Source: an optimization exercise on an open RTL-to-GDS flow (aim: small area, a short achievable clock period and few clock cycles). Production flows keep margins and buffers that such runs may drop.
In this exercise RTL edits were held to simulation tests only and were not proved equivalent to the original.

==> inputs of v23 <==
==> flow/design.v <==
`default_nettype none
package kms_pkg;
    localparam int MAX_FRAMES  = 256;
    localparam int IDX_W       = $clog2(MAX_FRAMES);
    localparam int CNT_W       = $clog2(MAX_FRAMES + 1);
    localparam int MEAN_W      = 16;
    localparam int RATIO_W     = 17;
    localparam int MINRUN_W    = 9;
    localparam int RUN_W       = (CNT_W > MINRUN_W) ? CNT_W : MINRUN_W;
    localparam int OUT_IDX_W   = 8;
    localparam int PADDR_W     = 4;
    localparam int PDATA_W     = 32;
    localparam int QUEUE_DEPTH = 4;
    localparam int QPTR_W      = $clog2(QUEUE_DEPTH);
    localparam logic [RATIO_W-1:0]  RATIO_MAX      = 17'd65536;
    localparam logic [MEAN_W-1:0]   DARK_RESET     = 16'd2560;
    localparam logic [RATIO_W-1:0]  MOTION_RESET   = 17'd3277;
    localparam logic [RATIO_W-1:0]  STABLE_RESET   = 17'd655;
    localparam logic [MINRUN_W-1:0] MINRUN_RESET   = 9'd3;
    typedef enum logic [1:0] {
        REG_DARK   = 2'd0,
        REG_MOTION = 2'd1,
        REG_STABLE = 2'd2,
        REG_MINRUN = 2'd3
    } t_reg_idx;
    typedef enum logic [1:0] {
        ST_LOAD,
        ST_SCAN,
        ST_FINISH
    } t_state;
    typedef struct packed {
        logic               usable;
        logic [RATIO_W-1:0] ratio;
        logic               last;
    } t_entry;
    typedef struct packed {
        logic               usable;
        logic [RATIO_W-1:0] ratio;
    } t_frame;
    typedef struct packed {
        logic [RATIO_W-1:0]  motion_thr;
        logic [RATIO_W-1:0]  stable_thr;
        logic [MINRUN_W-1:0] min_run;
    } t_scan_cfg;
    typedef struct packed {
        logic [OUT_IDX_W-1:0] before_frame;
        logic [OUT_IDX_W-1:0] after_frame;
        logic [RATIO_W-1:0]   peak_ratio;
        logic                 overflow;
    } t_result;
endpackage
`default_nettype wire
`default_nettype none
module keyframe_motion_selector (
    input  wire logic                             i_clk,
    input  wire logic                             i_rst_n,
    input  wire logic                             i_in_valid,
    output logic                                  o_in_ready,
    input  wire logic [kms_pkg::MEAN_W-1:0]       i_frame_mean,
    input  wire logic                             i_frame_empty,
    input  wire logic [kms_pkg::RATIO_W-1:0]      i_change_to_next,
    input  wire logic                             i_last_frame,
    output logic                                  o_out_valid,
    input  wire logic                             i_out_ready,
    output logic [kms_pkg::OUT_IDX_W-1:0]         o_before_frame,
    output logic [kms_pkg::OUT_IDX_W-1:0]         o_after_frame,
    output logic [kms_pkg::RATIO_W-1:0]           o_peak_ratio,
    output logic                                  o_overflow,
    input  wire logic                             psel,
    input  wire logic                             penable,
    input  wire logic                             pwrite,
    input  wire logic [kms_pkg::PADDR_W-1:0]      paddr,
    input  wire logic [kms_pkg::PDATA_W-1:0]      pwdata,
    output logic [kms_pkg::PDATA_W-1:0]           prdata,
    output logic                                  pready
);
    function automatic logic ge17(input logic [16:0] a, input logic [16:0] b);
        logic c;
        integer i;
        c = 1'b1;
        for (i = 0; i < 17; i = i + 1) begin
            c = (a[i] & ~b[i]) | ((a[i] | ~b[i]) & c);
        end
        ge17 = c;
    endfunction
    function automatic logic ge17t(input logic [16:0] a, input logic [16:0] b);
        logic [31:0] g;
        logic [31:0] p;
        integer i;
        integer w;
        for (i = 0; i < 32; i = i + 1) begin
            if (i < 17) begin
                g[i] = a[i] & ~b[i];
                p[i] = a[i] | ~b[i];
            end else begin
                g[i] = 1'b0;
                p[i] = 1'b1;
            end
        end
        g[0] = p[0];
        for (w = 1; w < 32; w = w * 2) begin
            for (i = 0; i + w < 32; i = i + 2 * w) begin
                g[i] = g[i + w] | (p[i + w] & g[i]);
                p[i] = p[i + w] & p[i];
            end
        end
        ge17t = g[0];
    endfunction
    logic [15:0] r_dark_thr;
    logic [16:0] r_motion_thr;
    logic [16:0] r_stable_thr;
    logic [8:0]  r_min_run;
    logic [16:0] r_prdata;
    assign pready = 1'b1;
    always_ff @(posedge i_clk) begin
        if (!i_rst_n) begin
            r_dark_thr   <= kms_pkg::DARK_RESET;
            r_motion_thr <= kms_pkg::MOTION_RESET;
            r_stable_thr <= kms_pkg::STABLE_RESET;
            r_min_run    <= kms_pkg::MINRUN_RESET;
        end else if (psel && penable && pwrite) begin
            case (paddr[3:2])
                2'd0: r_dark_thr   <= pwdata[15:0];
                2'd1: r_motion_thr <= pwdata[16:0];
                2'd2: r_stable_thr <= pwdata[16:0];
                default: r_min_run <= pwdata[8:0];
            endcase
        end
    end
    always_ff @(posedge i_clk) begin
        case (paddr[3:2])
            2'd0: r_prdata <= {1'b0, r_dark_thr};
            2'd1: r_prdata <= r_motion_thr;
            2'd2: r_prdata <= r_stable_thr;
            default: r_prdata <= {8'd0, r_min_run};
        endcase
    end
    assign prdata = {15'd0, r_prdata};
    logic        r_out_valid;
    logic [8:0]  r_cnt;         
    logic        r_pu;          
    logic        r_pm;          
    logic        r_ps;          
    logic [8:0]  r_rem;         
    logic        r_any_u;
    logic        r_any_m;
    logic        r_locked;      
    logic [7:0]  r_before;
    logic [7:0]  r_after;
    logic [16:0] r_peak;
    logic        r_over;
    logic        r_fresh;       
    logic        accept;
    logic        u;
    logic [16:0] ratio;
    logic        gt_peak;
    logic        kept;
    logic        fresh;
    logic [7:0]  k;
    logic        pm_link;       
    logic        ps_link;       
    logic [8:0]  rem_dec;
    logic [8:0]  rem_start;
    logic        q_u;           
    logic        aft_we_u;
    logic        aft_we_n;
    logic        bef_we_u;
    logic        first_m_u;
    logic        contrib;
    logic [16:0] peak_base;
    assign o_in_ready = !r_out_valid;
    assign accept     = i_in_valid && !r_out_valid;
    always_comb begin
        u       = !i_frame_empty && ge17t({1'b0, i_frame_mean}, {1'b0, r_dark_thr});
        ratio   = i_change_to_next[16] ? 17'h10000 : i_change_to_next;
        kept    = !r_cnt[8];
        k       = r_cnt[7:0];
        fresh   = r_fresh;
        pm_link = r_pu && r_pm;
        ps_link = r_pu && r_ps && !r_pm;
        rem_dec   = (r_rem == 9'd0) ? 9'd0 : (r_rem - 9'd1);
        rem_start = (r_min_run == 9'd0) ? 9'd0 : (r_min_run - 9'd1);
        q_u     = (r_any_m || pm_link) &&
                  (ps_link ? (r_rem[8:1] == 8'd0) : (r_min_run[8:1] == 8'd0));
        aft_we_u  = q_u || pm_link || !r_locked;
        aft_we_n  = !r_locked && !r_any_u;
        first_m_u = pm_link && !r_any_m;
        bef_we_u  = fresh || first_m_u || !r_any_u;
        contrib   = !i_last_frame && (k != 8'hFF);
        peak_base = fresh ? 17'd0 : r_peak;
        gt_peak   = !r_peak[16] &&
                    (i_change_to_next[16] || !ge17t({1'b0, r_peak[15:0]}, {1'b0, i_change_to_next[15:0]}));
    end
    always_ff @(posedge i_clk) begin
        if (!i_rst_n) begin
            r_cnt    <= 9'd0;
            r_fresh  <= 1'b1;
            r_pu     <= 1'b0;
            r_any_u  <= 1'b0;
            r_any_m  <= 1'b0;
            r_locked <= 1'b0;
        end else if (accept) begin
            if (i_last_frame) begin
                r_fresh  <= 1'b1;
                r_cnt    <= 9'd0;
                r_pu     <= 1'b0;
                r_any_u  <= 1'b0;
                r_any_m  <= 1'b0;
                r_locked <= 1'b0;
            end else if (kept) begin
                r_cnt    <= r_cnt + 9'd1;
                r_fresh  <= 1'b0;
                r_pu     <= u;
                r_any_u  <= r_any_u || u;
                r_any_m  <= r_any_m || (u && pm_link);
                r_locked <= u ? (q_u || (r_locked && !pm_link)) : r_locked;
            end
        end
    end
    always_ff @(posedge i_clk) begin
        if (accept && kept) begin
            r_pm  <= ge17(ratio, r_motion_thr);
            r_ps  <= ge17(r_stable_thr, ratio);
            r_rem <= ps_link ? rem_dec : rem_start;    
            if (u ? aft_we_u : aft_we_n) begin
                r_after <= k;
            end
            if (u ? bef_we_u : fresh) begin
                r_before <= first_m_u ? (k - 8'd1) : k;
            end
            r_peak <= (contrib && (fresh || gt_peak)) ? ratio : peak_base;
        end
        if (accept) begin
            r_over <= !kept || (r_over && !fresh);
        end
    end
    always_ff @(posedge i_clk) begin
        if (!i_rst_n) begin
            r_out_valid <= 1'b0;
        end else if (accept && i_last_frame) begin
            r_out_valid <= 1'b1;
        end else if (i_out_ready) begin
            r_out_valid <= 1'b0;
        end
    end
    assign o_out_valid    = r_out_valid;
    assign o_before_frame = r_before;
    assign o_after_frame  = r_after;
    assign o_peak_ratio   = r_peak;
    assign o_overflow     = r_over;
endmodule
`default_nettype wire
==> flow/flow/run.sh <==
#!/bin/bash
set -euo pipefail
export BUFFER_PORTS_ARGS="-buffer_cell sky130_fd_sc_hd__buf_1"
export CTS_ARGS="-sink_clustering_enable -repair_clock_nets -dont_use_dummy_load -buf_list sky130_fd_sc_hd__clkbuf_8"
bash standard.sh > standard.log 2>&1
==> flow/standard.sh <==
#!/bin/bash
# synth_recipe.tcl (not shown) runs the flow's synth.tcl, then flattens the netlist and writes it again
# the make line also repeats each setting of config.mk as NAME=value (left out here)
make -C /OpenROAD-flow-scripts/flow DESIGN_CONFIG=/design/flow/config.mk WORK_HOME=/design/flow/orfs CLKGATE_MAP_FILE= SYNTH_SCRIPT=/design/flow/synth_recipe.tcl "${@:-finish}"
==> flow/config.mk <==
export PLATFORM = sky130hd
export DESIGN_NAME = keyframe_motion_selector
export DESIGN_NICKNAME = keyframe_motion_selector
export VERILOG_FILES = /design/flow/design.v
export SDC_FILE = /design/flow/constraint.sdc
export NUM_CORES = 4
export LEC_CHECK = 0
export ABC_AREA = 1
export CAP_MARGIN = 20
export CORE_MARGIN = 2
export CORE_UTILIZATION = 45
export PLACE_DENSITY = 0.6
export SETUP_SLACK_MARGIN = 4.3
export SLEW_MARGIN = 20
export SYNTH_MEMORY_MAX_BITS = 8192
==> flow/constraint.sdc <==
create_clock -name core_clock -period 6.5 [get_ports {i_clk}]
set_input_delay 1.3000 -clock core_clock [delete_from_list [all_inputs] [get_ports {i_clk}]]
set_output_delay 1.3000 -clock core_clock [all_outputs]
set_load 0.01 [all_outputs]
==> v11 (differences from v23) <==
--- a/flow/design.v
+++ b/flow/design.v
@@ -138,3 +138,33 @@
     assign prdata = {15'd0, r_prdata};
+    logic        r_in_ready;
     logic        r_out_valid;
+    logic        a_valid;
+    logic        a_u;
+    logic [16:0] a_r;
+    logic        a_last;
+    logic        adv;           
+    logic        out_valid_n;
+    logic        a_valid_n;
+    assign o_in_ready  = r_in_ready;
+    assign adv         = a_valid && (!r_out_valid || i_out_ready);
+    assign out_valid_n = (adv && a_last) || (r_out_valid && !i_out_ready);
+    assign a_valid_n   = (i_in_valid && r_in_ready) || (a_valid && !adv);
+    always_ff @(posedge i_clk) begin
+        if (!i_rst_n) begin
+            a_valid     <= 1'b0;
+            r_out_valid <= 1'b0;
+            r_in_ready  <= 1'b1;
+        end else begin
+            a_valid     <= a_valid_n;
+            r_out_valid <= out_valid_n;
+            r_in_ready  <= !(a_valid_n && out_valid_n);
+        end
+    end
+    always_ff @(posedge i_clk) begin
+        if (r_in_ready) begin
+            a_u    <= !i_frame_empty && ge17({1'b0, i_frame_mean}, {1'b0, r_dark_thr});
+            a_r    <= i_change_to_next[16] ? 17'h10000 : i_change_to_next;
+            a_last <= i_last_frame;
+        end
+    end
     logic [8:0]  r_cnt;         
@@ -152,5 +182,5 @@
     logic        r_fresh;       
-    logic        accept;
     logic        u;
     logic [16:0] ratio;
+    logic        last;
     logic        gt_peak;
@@ -170,7 +200,6 @@
     logic [16:0] peak_base;
-    assign o_in_ready = !r_out_valid;
-    assign accept     = i_in_valid && !r_out_valid;
     always_comb begin
-        u       = !i_frame_empty && ge17t({1'b0, i_frame_mean}, {1'b0, r_dark_thr});
-        ratio   = i_change_to_next[16] ? 17'h10000 : i_change_to_next;
+        u       = a_u;
+        ratio   = a_r;
+        last    = a_last;
         kept    = !r_cnt[8];
@@ -188,6 +217,5 @@
         bef_we_u  = fresh || first_m_u || !r_any_u;
-        contrib   = !i_last_frame && (k != 8'hFF);
+        contrib   = !last && (k != 8'hFF);
         peak_base = fresh ? 17'd0 : r_peak;
-        gt_peak   = !r_peak[16] &&
-                    (i_change_to_next[16] || !ge17t({1'b0, r_peak[15:0]}, {1'b0, i_change_to_next[15:0]}));
+        gt_peak   = !ge17t(r_peak, ratio);
     end
@@ -201,4 +229,4 @@
             r_locked <= 1'b0;
-        end else if (accept) begin
-            if (i_last_frame) begin
+        end else if (adv) begin
+            if (last) begin
                 r_fresh  <= 1'b1;
@@ -220,3 +248,3 @@
     always_ff @(posedge i_clk) begin
-        if (accept && kept) begin
+        if (adv && kept) begin
             r_pm  <= ge17(ratio, r_motion_thr);
@@ -232,13 +260,4 @@
         end
-        if (accept) begin
+        if (adv) begin
             r_over <= !kept || (r_over && !fresh);
-        end
-    end
-    always_ff @(posedge i_clk) begin
-        if (!i_rst_n) begin
-            r_out_valid <= 1'b0;
-        end else if (accept && i_last_frame) begin
-            r_out_valid <= 1'b1;
-        end else if (i_out_ready) begin
-            r_out_valid <= 1'b0;
         end
==> flow/flow/run.sh (replaced) <==
#!/bin/bash
set -euo pipefail
export BUFFER_PORTS_ARGS="-buffer_cell sky130_fd_sc_hd__buf_1"
export CTS_ARGS="-sink_clustering_enable -repair_clock_nets -dont_use_dummy_load -buf_list sky130_fd_sc_hd__clkbuf_8 -sink_clustering_size 30"
bash standard.sh > standard.log 2>&1
--- a/flow/config.mk
+++ b/flow/config.mk
@@ -12,3 +12,3 @@
 export PLACE_DENSITY = 0.6
-export SETUP_SLACK_MARGIN = 4.3
+export SETUP_SLACK_MARGIN = 4.1
 export SLEW_MARGIN = 20
==> v25 (differences from v23) <==
==> flow/design.v, changed modules only <==
module keyframe_motion_selector (
    input  wire logic                             i_clk,
    input  wire logic                             i_rst_n,
    input  wire logic                             i_in_valid,
    output logic                                  o_in_ready,
    input  wire logic [kms_pkg::MEAN_W-1:0]       i_frame_mean,
    input  wire logic                             i_frame_empty,
    input  wire logic [kms_pkg::RATIO_W-1:0]      i_change_to_next,
    input  wire logic                             i_last_frame,
    output logic                                  o_out_valid,
    input  wire logic                             i_out_ready,
    output logic [kms_pkg::OUT_IDX_W-1:0]         o_before_frame,
    output logic [kms_pkg::OUT_IDX_W-1:0]         o_after_frame,
    output logic [kms_pkg::RATIO_W-1:0]           o_peak_ratio,
    output logic                                  o_overflow,
    input  wire logic                             psel,
    input  wire logic                             penable,
    input  wire logic                             pwrite,
    input  wire logic [kms_pkg::PADDR_W-1:0]      paddr,
    input  wire logic [kms_pkg::PDATA_W-1:0]      pwdata,
    output logic [kms_pkg::PDATA_W-1:0]           prdata,
    output logic                                  pready
);
    logic [15:0] r_dark_thr;
    logic [16:0] r_motion_thr;
    logic [16:0] r_stable_thr;
    logic [8:0]  r_min_run;
    logic [1:0]  r_rd_sel;
    assign pready = 1'b1;
    always_ff @(posedge i_clk) begin
        if (!i_rst_n) begin
            r_dark_thr   <= kms_pkg::DARK_RESET;
            r_motion_thr <= kms_pkg::MOTION_RESET;
            r_stable_thr <= kms_pkg::STABLE_RESET;
            r_min_run    <= kms_pkg::MINRUN_RESET;
        end else if (psel && penable && pwrite) begin
            case (paddr[3:2])
                2'd0: r_dark_thr   <= pwdata[15:0];
                2'd1: r_motion_thr <= pwdata[16:0];
                2'd2: r_stable_thr <= pwdata[16:0];
                default: r_min_run <= pwdata[8:0];
            endcase
        end
    end
    always_ff @(posedge i_clk) begin
        r_rd_sel <= paddr[3:2];
    end
    always_comb begin
        case (r_rd_sel)
            2'd0: prdata = {16'd0, r_dark_thr};
            2'd1: prdata = {15'd0, r_motion_thr};
            2'd2: prdata = {15'd0, r_stable_thr};
            default: prdata = {23'd0, r_min_run};
        endcase
    end
    logic        a_valid;
    logic        a_u;
    logic [16:0] a_r;
    logic        a_last;
    logic        r_out_valid;
    logic        adv;
    assign o_in_ready = !(a_valid && r_out_valid);
    assign adv        = a_valid && (!r_out_valid || i_out_ready);
    always_ff @(posedge i_clk) begin
        if (!i_rst_n) begin
            a_valid <= 1'b0;
        end else begin
            a_valid <= (o_in_ready && i_in_valid) || (a_valid && !adv);
        end
    end
    always_ff @(posedge i_clk) begin
        if (o_in_ready) begin
            a_u    <= !i_frame_empty && (i_frame_mean >= r_dark_thr);
            a_r    <= i_change_to_next[16] ? 17'h10000 : i_change_to_next;
            a_last <= i_last_frame;
        end
    end
    logic [8:0]  r_cnt;         
    logic        r_pu;          
    logic        r_pm;          
    logic        r_ps;          
    logic [7:0]  r_run;         
    logic        r_any_u;
    logic        r_any_m;
    logic        r_locked;      
    logic [7:0]  r_before;
    logic [7:0]  r_after;
    logic [16:0] r_peak;
    logic        r_over;
    logic        kept;
    logic        fresh;
    logic [7:0]  k;
    logic        motion;
    logic        cont;
    logic [7:0]  run_new;
    logic        any_m_new;
    logic        qualify;
    logic        first_m;
    logic        contrib;
    logic [16:0] peak_base;
    always_comb begin
        kept      = !r_cnt[8];
        k         = r_cnt[7:0];
        fresh     = (r_cnt == 9'd0);
        motion    = r_pu && a_u && r_pm;
        cont      = r_pu && a_u && r_ps && !r_pm;
        run_new   = cont ? (r_run + 8'd1) : 8'd1;
        any_m_new = r_any_m || motion;
        qualify   = a_u && any_m_new && ({1'b0, run_new} >= r_min_run);
        first_m   = motion && !r_any_m;
        contrib   = !a_last && (k != 8'hFF);
        peak_base = fresh ? 17'd0 : r_peak;
    end
    always_ff @(posedge i_clk) begin
        if (!i_rst_n) begin
            r_cnt    <= 9'd0;
            r_pu     <= 1'b0;
            r_any_u  <= 1'b0;
            r_any_m  <= 1'b0;
            r_locked <= 1'b0;
        end else if (adv) begin
            if (a_last) begin
                r_cnt    <= 9'd0;
                r_pu     <= 1'b0;
                r_any_u  <= 1'b0;
                r_any_m  <= 1'b0;
                r_locked <= 1'b0;
            end else if (kept) begin
                r_cnt    <= r_cnt + 9'd1;
                r_pu     <= a_u;
                r_any_u  <= r_any_u || a_u;
                r_any_m  <= any_m_new;
                r_locked <= qualify || (r_locked && !motion);
            end
        end
    end
    always_ff @(posedge i_clk) begin
        if (adv && kept) begin
            r_pm  <= (a_r >= r_motion_thr);
            r_ps  <= (a_r <= r_stable_thr);
            r_run <= run_new;
            if (qualify || motion || (!r_locked && (a_u || !r_any_u))) begin
                r_after <= k;
            end
            if (fresh || first_m || (a_u && !r_any_u)) begin
                r_before <= first_m ? (k - 8'd1) : k;
            end
            r_peak <= (contrib && (a_r > peak_base)) ? a_r : peak_base;
        end
        if (adv) begin
            r_over <= !kept || (r_over && !fresh);
        end
    end
    always_ff @(posedge i_clk) begin
        if (!i_rst_n) begin
            r_out_valid <= 1'b0;
        end else if (adv && a_last) begin
            r_out_valid <= 1'b1;
        end else if (i_out_ready) begin
            r_out_valid <= 1'b0;
        end
    end
    assign o_out_valid    = r_out_valid;
    assign o_before_frame = r_before;
    assign o_after_frame  = r_after;
    assign o_peak_ratio   = r_peak;
    assign o_overflow     = r_over;
endmodule
==> flow/run.sh (new file) <==
#!/bin/bash
# synth_recipe.tcl (not shown) runs the flow's synth.tcl, then flattens the netlist and writes it again
# the make line also repeats each setting of config.mk as NAME=value (left out here)
make -C /OpenROAD-flow-scripts/flow DESIGN_CONFIG=/design/flow/config.mk WORK_HOME=/design/flow/orfs CLKGATE_MAP_FILE= SYNTH_SCRIPT=/design/flow/synth_recipe.tcl finish
--- a/flow/config.mk
+++ b/flow/config.mk
@@ -7,3 +7,2 @@
 export LEC_CHECK = 0
-export ABC_AREA = 1
 export CAP_MARGIN = 20
@@ -12,3 +11,2 @@
 export PLACE_DENSITY = 0.6
-export SETUP_SLACK_MARGIN = 4.3
 export SLEW_MARGIN = 20
removed: flow/flow/run.sh
removed: flow/standard.sh
==> comparison <==
- Non-clock buffer count: v25 < v11 < v23.
- Synthesized area, lowest first: v23, v11, v25.
- Between v25 and v11, the lower sequential cell count is in v25 (gap 18).
- The highest final area belongs to v25, the lowest to v23.
- Global-route usage: v25 is lower than v23 (2.0 points).
Testbench counts of v23, summed over its fixed seeds: cycles 9,176.
Testbench counts of v11, summed over its fixed seeds: cycles 9,182.
Testbench counts of v25, summed over its fixed seeds: cycles 9,182.

-- static timing again, ports no longer ideal --
No port has a modelled driver above. Below, the same layouts with a new extraction and two added sets of constraints.
Step 1 sets driving cells, clkbuf_16 on the clock port and buf_2 on the other inputs (assumed; they add their load-dependent delay and slew).
Step 2 also shifts input and output timing later by t, the mid clock arrival at the registers, as if the neighbouring blocks saw the same clock.
a / b / c = ideal ports / drivers / drivers and shift; a / b = the first two.
| run | t, ns | setup WS [ns] | clock arrival spread, ns |
|---|---|---|---|
| v23 | 0.481 | 3.735 / 3.699 / 3.217 | 0.017 / 0.017 |
| v11 | 0.492 | 4.140 / 4.099 / 3.758 | 0.031 / 0.032 |
| v25 | 0.453 | 2.087 / 2.087 / 2.087 | 0.012 / 0.013 |
After both steps every run listed still meets setup and hold. The setup slack of v23, which loses most, moves by -0.036 ns with the drivers and by -0.518 ns with both steps.
